From an optimization exercise on the open Yosys and OpenROAD flow, aimed at small area, a short achievable clock period and few clock cycles; shortcuts taken in it are not production practice. Where RTL was checked, it was by simulation tests only, not by an equivalence proof against the original. No activity file was given, so power comes from the tool's default toggle rates.

Setup of run a:
==> module lru_page_replacement, before the edit <==
module lru_page_replacement #(
  parameter int FRAME_SLOTS = lru_pkg::FRAME_SLOTS_DEF
) (
  input  logic                             clk,
  input  logic                             rst_n,
  input  logic                             in_valid,
  output logic                             in_ready,
  input  logic [lru_pkg::PAGE_W-1:0]       in_page_number,
  output logic                             out_valid,
  input  logic                             out_ready,
  output logic                             out_fault,
  output logic [lru_pkg::FRAME_USED_W-1:0] out_frame_used,
  output logic                             out_evicted_valid,
  output logic [lru_pkg::PAGE_W-1:0]       out_evicted_page,
  output logic [lru_pkg::FAULT_CNT_W-1:0]  out_fault_total,
  input  logic                             cfg_psel,
  input  logic                             cfg_penable,
  input  logic                             cfg_pwrite,
  input  logic [lru_pkg::CFG_ADDR_W-1:0]   cfg_paddr,
  input  logic [lru_pkg::CFG_DATA_W-1:0]   cfg_pwdata,
  output logic [lru_pkg::CFG_DATA_W-1:0]   cfg_prdata,
  output logic                             cfg_pready
);
  localparam int N  = FRAME_SLOTS;
  localparam int PW = lru_pkg::PAGE_W;
  localparam int IDX_W = (N > 1) ? $clog2(N) : 1;
  logic [lru_pkg::FRAMES_W-1:0] frames_r;
  logic                         cfg_wr;
  logic [N-1:0]                 active;
  logic [N-1:0]                 act_nxt;
  assign cfg_pready = 1'b1;
  assign cfg_wr     = cfg_psel && cfg_penable && cfg_pwrite
                      && (cfg_paddr == lru_pkg::ADDR_FRAMES_IN_USE);
  assign cfg_prdata = (cfg_paddr == lru_pkg::ADDR_FRAMES_IN_USE)
                      ? lru_pkg::CFG_DATA_W'(frames_r) : '0;
  always_comb begin
    for (int k = 0; k < N; k++) begin
      act_nxt[k] = (k == 0) || (32'(cfg_pwdata[lru_pkg::FRAMES_W-1:0]) > k);
    end
  end
  always_ff @(posedge clk) begin
    if (!rst_n) begin
      frames_r <= lru_pkg::FRAMES_RESET;
      active   <= N'((1 << lru_pkg::FRAMES_RESET) - 1);
    end else if (cfg_wr) begin
      frames_r <= cfg_pwdata[lru_pkg::FRAMES_W-1:0];
      active   <= act_nxt;
    end
  end
  logic [PW-1:0] page_r [N];
  logic [N-1:0]  valid_r;
  logic [N-1:0]  rec_r [N];
  logic          b_v, o_v;
  logic [PW-1:0] b_page;
  logic [N-1:0]  b_match;
  logic          go;
  logic          acc;
  logic          commit;
  logic [N-1:0]  use_vec;
  assign go       = !o_v || out_ready;
  assign in_ready = go;
  assign acc      = in_valid && go;
  assign commit   = go && b_v;
  logic [N-1:0] in_match;
  logic         in_eq;
  assign in_eq = (in_page_number == b_page);
  always_comb begin
    for (int k = 0; k < N; k++) begin
      in_match[k] = use_vec[k] ? in_eq
                    : (valid_r[k] && active[k] && (page_r[k] == in_page_number));
    end
  end
  always_ff @(posedge clk) begin
    if (!rst_n) begin
      b_v <= 1'b0;
    end else if (go) begin
      b_v <= acc;
    end
  end
  always_ff @(posedge clk) begin
    if (go) begin
      b_page  <= in_page_number;
      b_match <= in_match;
    end
  end
  logic [N-1:0] m_vec, hit_sel, emp_vec, emp_sel, lru_sel, fill_sel;
  logic         hit, any_emp;
  logic [PW-1:0] lru_page;
  assign m_vec   = b_match;
  assign hit     = |m_vec;
  assign emp_vec = ~valid_r & active;
  always_comb begin
    for (int k = 0; k < N; k++) begin
      hit_sel[k] = m_vec[k];
      for (int j = 0; j < k; j++) begin
        hit_sel[k] = hit_sel[k] && !m_vec[j];
      end
    end
  end
  logic [N-1:0] top;
  logic         any_f, last_emp;
  always_comb begin
    for (int k = 0; k < N; k++) begin
      emp_sel[k] = emp_vec[k] && ((k == 0) || valid_r[(k == 0) ? 0 : k - 1]);
      top[k]     = active[k] && ((k == N - 1) || !active[(k == N - 1) ? k : k + 1]);
    end
  end
  assign any_f    = |emp_vec;
  assign last_emp = |(emp_sel & top);
  always_ff @(posedge clk) begin
    if (!commit) begin
      any_emp <= any_f;
    end else if (!hit && last_emp) begin
      any_emp <= 1'b0;
    end
  end
  always_comb begin
    for (int i = 0; i < N; i++) begin
      lru_sel[i] = active[i];
      for (int j = 0; j < N; j++) begin
        if (j < i) begin
          lru_sel[i] = lru_sel[i] && rec_r[j][i];
        end else if (j > i) begin
          lru_sel[i] = lru_sel[i] && (!active[j] || !rec_r[i][j]);
        end
      end
    end
  end
  always_comb begin
    lru_page = '0;
    for (int k = 0; k < N; k++) begin
      lru_page = lru_page | (page_r[k] & {PW{lru_sel[k]}});
    end
  end
  assign fill_sel = any_emp ? emp_sel : lru_sel;
  assign use_vec  = (hit ? hit_sel : fill_sel) & {N{b_v}};
  always_ff @(posedge clk) begin
    for (int k = 0; k < N; k++) begin
      if (commit && !hit && fill_sel[k]) begin
        page_r[k] <= b_page;
      end
    end
  end
  always_ff @(posedge clk) begin
    if (!rst_n) begin
      valid_r <= '0;
    end else if (commit) begin
      valid_r <= valid_r | (fill_sel & {N{!hit}});
    end
  end
  always_ff @(posedge clk) begin
    for (int i = 0; i < N; i++) begin
      for (int j = i + 1; j < N; j++) begin
        if (commit && use_vec[i]) begin
          rec_r[i][j] <= 1'b1;
        end else if (commit && use_vec[j]) begin
          rec_r[i][j] <= 1'b0;
        end
      end
    end
  end
  function automatic logic [IDX_W-1:0] enc(input logic [N-1:0] v);
    enc = '0;
    for (int k = 0; k < N; k++) begin
      if (v[k]) begin
        enc = enc | IDX_W'(k);
      end
    end
  endfunction
  logic [IDX_W-1:0] use_idx;
  assign use_idx = hit ? enc(hit_sel) : (any_emp ? enc(emp_sel) : enc(lru_sel));
  logic                            fault_r;
  logic [lru_pkg::FRAME_USED_W-1:0] frame_used_r;
  logic                            ev_valid_r;
  logic [PW-1:0]                   ev_page_r;
  logic [lru_pkg::FAULT_CNT_W-1:0] fault_cnt_r;
  always_ff @(posedge clk) begin
    if (!rst_n) begin
      o_v <= 1'b0;
    end else if (go) begin
      o_v <= b_v;
    end
  end
  always_ff @(posedge clk) begin
    if (!rst_n) begin
      fault_cnt_r <= '0;
    end else if (commit && !hit && (fault_cnt_r != '1)) begin
      fault_cnt_r <= fault_cnt_r + 1'b1;
    end
  end
  always_ff @(posedge clk) begin
    if (commit) begin
      fault_r      <= !hit;
      frame_used_r <= lru_pkg::FRAME_USED_W'(use_idx);
      ev_valid_r   <= !hit && !any_emp;
      ev_page_r    <= (!hit && !any_emp) ? lru_page : '0;
    end
  end
  assign out_valid         = o_v;
  assign out_fault         = fault_r;
  assign out_frame_used    = frame_used_r;
  assign out_evicted_valid = ev_valid_r;
  assign out_evicted_page  = ev_page_r;
  assign out_fault_total   = fault_cnt_r;
endmodule
Settings: LEC_CHECK=0, ABC_CLOCK_PERIOD_IN_PS=2200, CAP_MARGIN=20, CORE_MARGIN=2, CORE_UTILIZATION=55, SETUP_SLACK_MARGIN=2.3, SLEW_MARGIN=20; clock period 5.0 ns.
run.sh (not shown) runs the stock make flow with config.mk's settings and CLKGATE_MAP_FILE= SYNTH_SCRIPT=/design/flow/synth_recipe.tcl, a recipe that flattens the netlist after the stock synthesis.
Run a did not stop at any stage, and its layout met the timing, design-rule and antenna checks.
Testbench counts of run a, summed over its fixed seeds: cycles 8,848.
Edits applied to the flow inputs when going from run a to run b:
diff --git a/flow/design.v b/flow/design.v
--- a/flow/design.v
+++ b/flow/design.v
@@ -153,22 +153,22 @@
     end
   end
   assign fill_sel = any_emp ? emp_sel : lru_sel;
   assign use_vec  = (hit ? hit_sel : fill_sel) & {N{b_v}};
   always_ff @(posedge clk) begin
     for (int k = 0; k < N; k++) begin
-      if (commit && !hit && fill_sel[k]) begin
+      if (commit && use_vec[k]) begin
         page_r[k] <= b_page;
       end
     end
   end
   always_ff @(posedge clk) begin
     if (!rst_n) begin
       valid_r <= '0;
     end else if (commit) begin
-      valid_r <= valid_r | (fill_sel & {N{!hit}});
+      valid_r <= valid_r | use_vec;
     end
   end
   always_ff @(posedge clk) begin
     for (int i = 0; i < N; i++) begin
       for (int j = i + 1; j < N; j++) begin
         if (commit && use_vec[i]) begin
==> notes.md <==
Run b finished all stages; the layout is clean. Number of buffers inserted during clock tree synthesis was higher in the run labelled run a. In the flow results for run b and run a, the number of standard cells after synthesis is smaller on run b. Against run a, total setup buffers inserted after CTS in run b rose by more than 100%. Run a → run b: delay contributed by the slowest stage of the critical path lower, total power higher, proportion of power drawn by the clock network higher. For the post-route non-filler standard cell count, run b came in about 0.9% higher than run a did. Cell area after technology mapping delta for run b relative to run a: 1.7% lower. The capturing instance or port of the critical path comes out ev_page_r[6] in one run and page_r[7][15] in the other, namely in run a and run b respectively.
Function not checked in run b: the RTL went through the layout flow alone.


The RTL this note starts from:
==> flow/design.v <==
`timescale 1ns / 1ps
package lru_pkg;
  localparam int FRAME_SLOTS_DEF = 16;
  localparam int PAGE_W       = 16;
  localparam int STAMP_W      = 32;
  localparam int FAULT_CNT_W  = 32;
  localparam int FRAME_USED_W = 4;
  localparam int FRAMES_W     = 5;
  localparam logic [FRAMES_W-1:0] FRAMES_RESET = 5'd3;
  localparam int CFG_DATA_W = 32;
  localparam int CFG_ADDR_W = 2;
  localparam logic [CFG_ADDR_W-1:0] ADDR_FRAMES_IN_USE = 2'd0;
  typedef struct packed {
    logic hit;     
    logic empty;   
  } scan_flags_t;
endpackage
`timescale 1ns / 1ps
`timescale 1ns / 1ps
`timescale 1ns / 1ps
module lru_page_replacement #(
  parameter int FRAME_SLOTS = lru_pkg::FRAME_SLOTS_DEF
) (
  input  logic                             clk,
  input  logic                             rst_n,
  input  logic                             in_valid,
  output logic                             in_ready,
  input  logic [lru_pkg::PAGE_W-1:0]       in_page_number,
  output logic                             out_valid,
  input  logic                             out_ready,
  output logic                             out_fault,
  output logic [lru_pkg::FRAME_USED_W-1:0] out_frame_used,
  output logic                             out_evicted_valid,
  output logic [lru_pkg::PAGE_W-1:0]       out_evicted_page,
  output logic [lru_pkg::FAULT_CNT_W-1:0]  out_fault_total,
  input  logic                             cfg_psel,
  input  logic                             cfg_penable,
  input  logic                             cfg_pwrite,
  input  logic [lru_pkg::CFG_ADDR_W-1:0]   cfg_paddr,
  input  logic [lru_pkg::CFG_DATA_W-1:0]   cfg_pwdata,
  output logic [lru_pkg::CFG_DATA_W-1:0]   cfg_prdata,
  output logic                             cfg_pready
);
  localparam int N  = FRAME_SLOTS;
  localparam int PW = lru_pkg::PAGE_W;
  localparam int IDX_W = (N > 1) ? $clog2(N) : 1;
  logic [lru_pkg::FRAMES_W-1:0] frames_r;
  logic                         cfg_wr;
  logic [N-1:0]                 active;
  logic [N-1:0]                 act_nxt;
  assign cfg_pready = 1'b1;
  assign cfg_wr     = cfg_psel && cfg_penable && cfg_pwrite
                      && (cfg_paddr == lru_pkg::ADDR_FRAMES_IN_USE);
  assign cfg_prdata = (cfg_paddr == lru_pkg::ADDR_FRAMES_IN_USE)
                      ? lru_pkg::CFG_DATA_W'(frames_r) : '0;
  always_comb begin
    for (int k = 0; k < N; k++) begin
      act_nxt[k] = (k == 0) || (32'(cfg_pwdata[lru_pkg::FRAMES_W-1:0]) > k);
    end
  end
  always_ff @(posedge clk) begin
    if (!rst_n) begin
      frames_r <= lru_pkg::FRAMES_RESET;
      active   <= N'((1 << lru_pkg::FRAMES_RESET) - 1);
    end else if (cfg_wr) begin
      frames_r <= cfg_pwdata[lru_pkg::FRAMES_W-1:0];
      active   <= act_nxt;
    end
  end
  logic [PW-1:0] page_r [N];
  logic [N-1:0]  valid_r;
  logic [N-1:0]  rec_r [N];
  logic          b_v, o_v;
  logic [PW-1:0] b_page;
  logic [N-1:0]  b_match;
  logic          b_eq;
  logic [N-1:0]  prev_u;
  logic          prev_v;
  logic          go;
  logic          acc;
  logic [N-1:0]  use_vec;
  assign go       = !o_v || out_ready;
  assign in_ready = go;
  assign acc      = in_valid && go;
  logic [N-1:0] in_match;
  always_comb begin
    for (int k = 0; k < N; k++) begin
      in_match[k] = valid_r[k] && active[k] && (page_r[k] == in_page_number)
                    && !use_vec[k];
    end
  end
  always_ff @(posedge clk) begin
    if (!rst_n) begin
      b_v    <= 1'b0;
      prev_u <= '0;
      prev_v <= 1'b0;
    end else if (go) begin
      b_v    <= acc;
      prev_u <= use_vec;
      prev_v <= b_v;
    end
  end
  always_ff @(posedge clk) begin
    if (go) begin
      b_page  <= in_page_number;
      b_match <= in_match;
      b_eq    <= (in_page_number == b_page);
    end
  end
  logic [N-1:0] m_vec, hit_sel, emp_vec, emp_sel, lru_sel, fill_sel;
  logic         hit, any_emp;
  logic [PW-1:0] lru_page;
  assign m_vec   = b_match | (prev_u & {N{b_eq}});
  assign hit     = (|b_match) || (prev_v && b_eq);
  assign emp_vec = ~valid_r & active;
  assign any_emp = |emp_vec;
  always_comb begin
    for (int k = 0; k < N; k++) begin
      hit_sel[k] = m_vec[k];
      emp_sel[k] = emp_vec[k];
      for (int j = 0; j < k; j++) begin
        hit_sel[k] = hit_sel[k] && !m_vec[j];
        emp_sel[k] = emp_sel[k] && !emp_vec[j];
      end
    end
  end
  always_comb begin
    for (int i = 0; i < N; i++) begin
      lru_sel[i] = active[i];
      for (int j = 0; j < N; j++) begin
        if (j < i) begin
          lru_sel[i] = lru_sel[i] && (!active[j] || rec_r[j][i]);
        end else if (j > i) begin
          lru_sel[i] = lru_sel[i] && (!active[j] || !rec_r[i][j]);
        end
      end
    end
  end
  always_comb begin
    lru_page = '0;
    for (int k = 0; k < N; k++) begin
      lru_page = lru_page | (page_r[k] & {PW{lru_sel[k]}});
    end
  end
  assign fill_sel = any_emp ? emp_sel : lru_sel;
  assign use_vec  = (hit ? hit_sel : fill_sel) & {N{b_v}};
  logic commit;
  assign commit = go && b_v;
  always_ff @(posedge clk) begin
    for (int k = 0; k < N; k++) begin
      if (commit && use_vec[k]) begin
        page_r[k] <= b_page;
      end
    end
  end
  always_ff @(posedge clk) begin
    if (!rst_n) begin
      valid_r <= '0;
    end else if (commit) begin
      valid_r <= valid_r | use_vec;
    end
  end
  always_ff @(posedge clk) begin
    for (int i = 0; i < N; i++) begin
      for (int j = i + 1; j < N; j++) begin
        if (commit && use_vec[i]) begin
          rec_r[i][j] <= 1'b1;
        end else if (commit && use_vec[j]) begin
          rec_r[i][j] <= 1'b0;
        end
      end
    end
  end
  logic [IDX_W-1:0] use_idx;
  always_comb begin
    use_idx = '0;
    for (int k = 0; k < N; k++) begin
      if (use_vec[k]) begin
        use_idx = use_idx | IDX_W'(k);
      end
    end
  end
  logic                            fault_r;
  logic [lru_pkg::FRAME_USED_W-1:0] frame_used_r;
  logic                            ev_valid_r;
  logic [PW-1:0]                   ev_page_r;
  logic [lru_pkg::FAULT_CNT_W-1:0] fault_cnt_r;
  always_ff @(posedge clk) begin
    if (!rst_n) begin
      o_v <= 1'b0;
    end else if (go) begin
      o_v <= b_v;
    end
  end
  always_ff @(posedge clk) begin
    if (!rst_n) begin
      fault_cnt_r <= '0;
    end else if (commit && !hit && (fault_cnt_r != '1)) begin
      fault_cnt_r <= fault_cnt_r + 1'b1;
    end
  end
  always_ff @(posedge clk) begin
    if (commit) begin
      fault_r      <= !hit;
      frame_used_r <= lru_pkg::FRAME_USED_W'(use_idx);
      ev_valid_r   <= !hit && !any_emp;
      ev_page_r    <= (!hit && !any_emp) ? lru_page : '0;
    end
  end
  assign out_valid         = o_v;
  assign out_fault         = fault_r;
  assign out_frame_used    = frame_used_r;
  assign out_evicted_valid = ev_valid_r;
  assign out_evicted_page  = ev_page_r;
  assign out_fault_total   = fault_cnt_r;
endmodule
clock: 5.0 ns
lec_check: 0
abc_clock_period_in_ps: 2200
cap_margin: 20
core_margin: 2
core_utilization: 55
setup_slack_margin: 2.3
slew_margin: 20
Then changed:
--- a/flow/design.v
+++ b/flow/design.v
@@ -121,5 +121,5 @@
       for (int j = 0; j < k; j++) begin
         hit_sel[k] = hit_sel[k] && !m_vec[j];
-        emp_sel[k] = emp_sel[k] && !emp_vec[j];
+        emp_sel[k] = emp_sel[k] && valid_r[j];
       end
     end
@@ -130,5 +130,5 @@
       for (int j = 0; j < N; j++) begin
         if (j < i) begin
-          lru_sel[i] = lru_sel[i] && (!active[j] || rec_r[j][i]);
+          lru_sel[i] = lru_sel[i] && rec_r[j][i];
         end else if (j > i) begin
           lru_sel[i] = lru_sel[i] && (!active[j] || !rec_r[i][j]);
@@ -172,13 +172,14 @@
     end
   end
+  function automatic logic [IDX_W-1:0] enc(input logic [N-1:0] v);
+    enc = '0;
+    for (int k = 0; k < N; k++) begin
+      if (v[k]) begin
+        enc = enc | IDX_W'(k);
+      end
+    end
+  endfunction
   logic [IDX_W-1:0] use_idx;
-  always_comb begin
-    use_idx = '0;
-    for (int k = 0; k < N; k++) begin
-      if (use_vec[k]) begin
-        use_idx = use_idx | IDX_W'(k);
-      end
-    end
-  end
+  assign use_idx = hit ? enc(hit_sel) : (any_emp ? enc(emp_sel) : enc(lru_sel));
   logic                            fault_r;
   logic [lru_pkg::FRAME_USED_W-1:0] frame_used_r;
What happened: Worst hold slack degrades by 0.0085 ns. Cell area fell by 2.5%. Wire length fell by 0.44%. Synthesized cell count rose by 1.0%. Global-route usage rose by 0.20 points. Synthesized area fell by 1.1%. Power rose by 1.5%. Setup slack improves by 0.039 ns. Die area fell by 1.0%. Sequential power rose by about 2%. Clock skew rose by 0.0074 ns. Via count rose by 1.0%. Clock-buffer cell count rose by 5.
Testbench counts after the change, summed over its fixed seeds: cycles 8,848.
Function not checked in the first run of this note: the RTL went through the layout flow alone.

[port drivers added, routing unchanged]
The results above use ideal ports. As a check the final layouts listed here were re-extracted and re-timed, cells and wires unchanged.
Step 1: set_driving_cell puts a clkbuf_16 on clk and a buf_2 on each other input, an assumption about the parent block.
Step 2 times the ports against the registers' clock, not the clock port: input delays grow and output delays shrink by t, the midpoint of the rising clock arrivals with the driver on.
a / b / c = no drivers / after step 1 / after step 2; a / b = the first two.
| run | shift t [ns] | slack for setup (ns) | hold slack, ns | worst register clock-pin slew, ns | cell pins on the clock port's net |
|---|---|---|---|---|---|
| run a | 0.676 | 2.195 / 2.195 / 1.599 | 0.456 / 0.456 / 0.456 | 0.07 / 0.07 | 1 |
| run b | 0.680 | 2.204 / 2.204 / 1.665 | 0.452 / 0.452 / 0.452 | 0.07 / 0.07 | 1 |
| the first run of note 2 | 0.679 | 2.208 / 2.208 / 1.627 | 0.459 / 0.459 / 0.459 | 0.07 / 0.07 | 1 |
| the second run of note 2 | 0.672 | 2.247 / 2.274 / 1.611 | 0.450 / 0.450 / 0.450 | 0.07 / 0.07 | 1 |
After both steps every run listed still meets setup and hold. The setup slack of the second run of note 2, which loses most, moves by +0.027 ns with the drivers and by -0.636 ns with both steps.
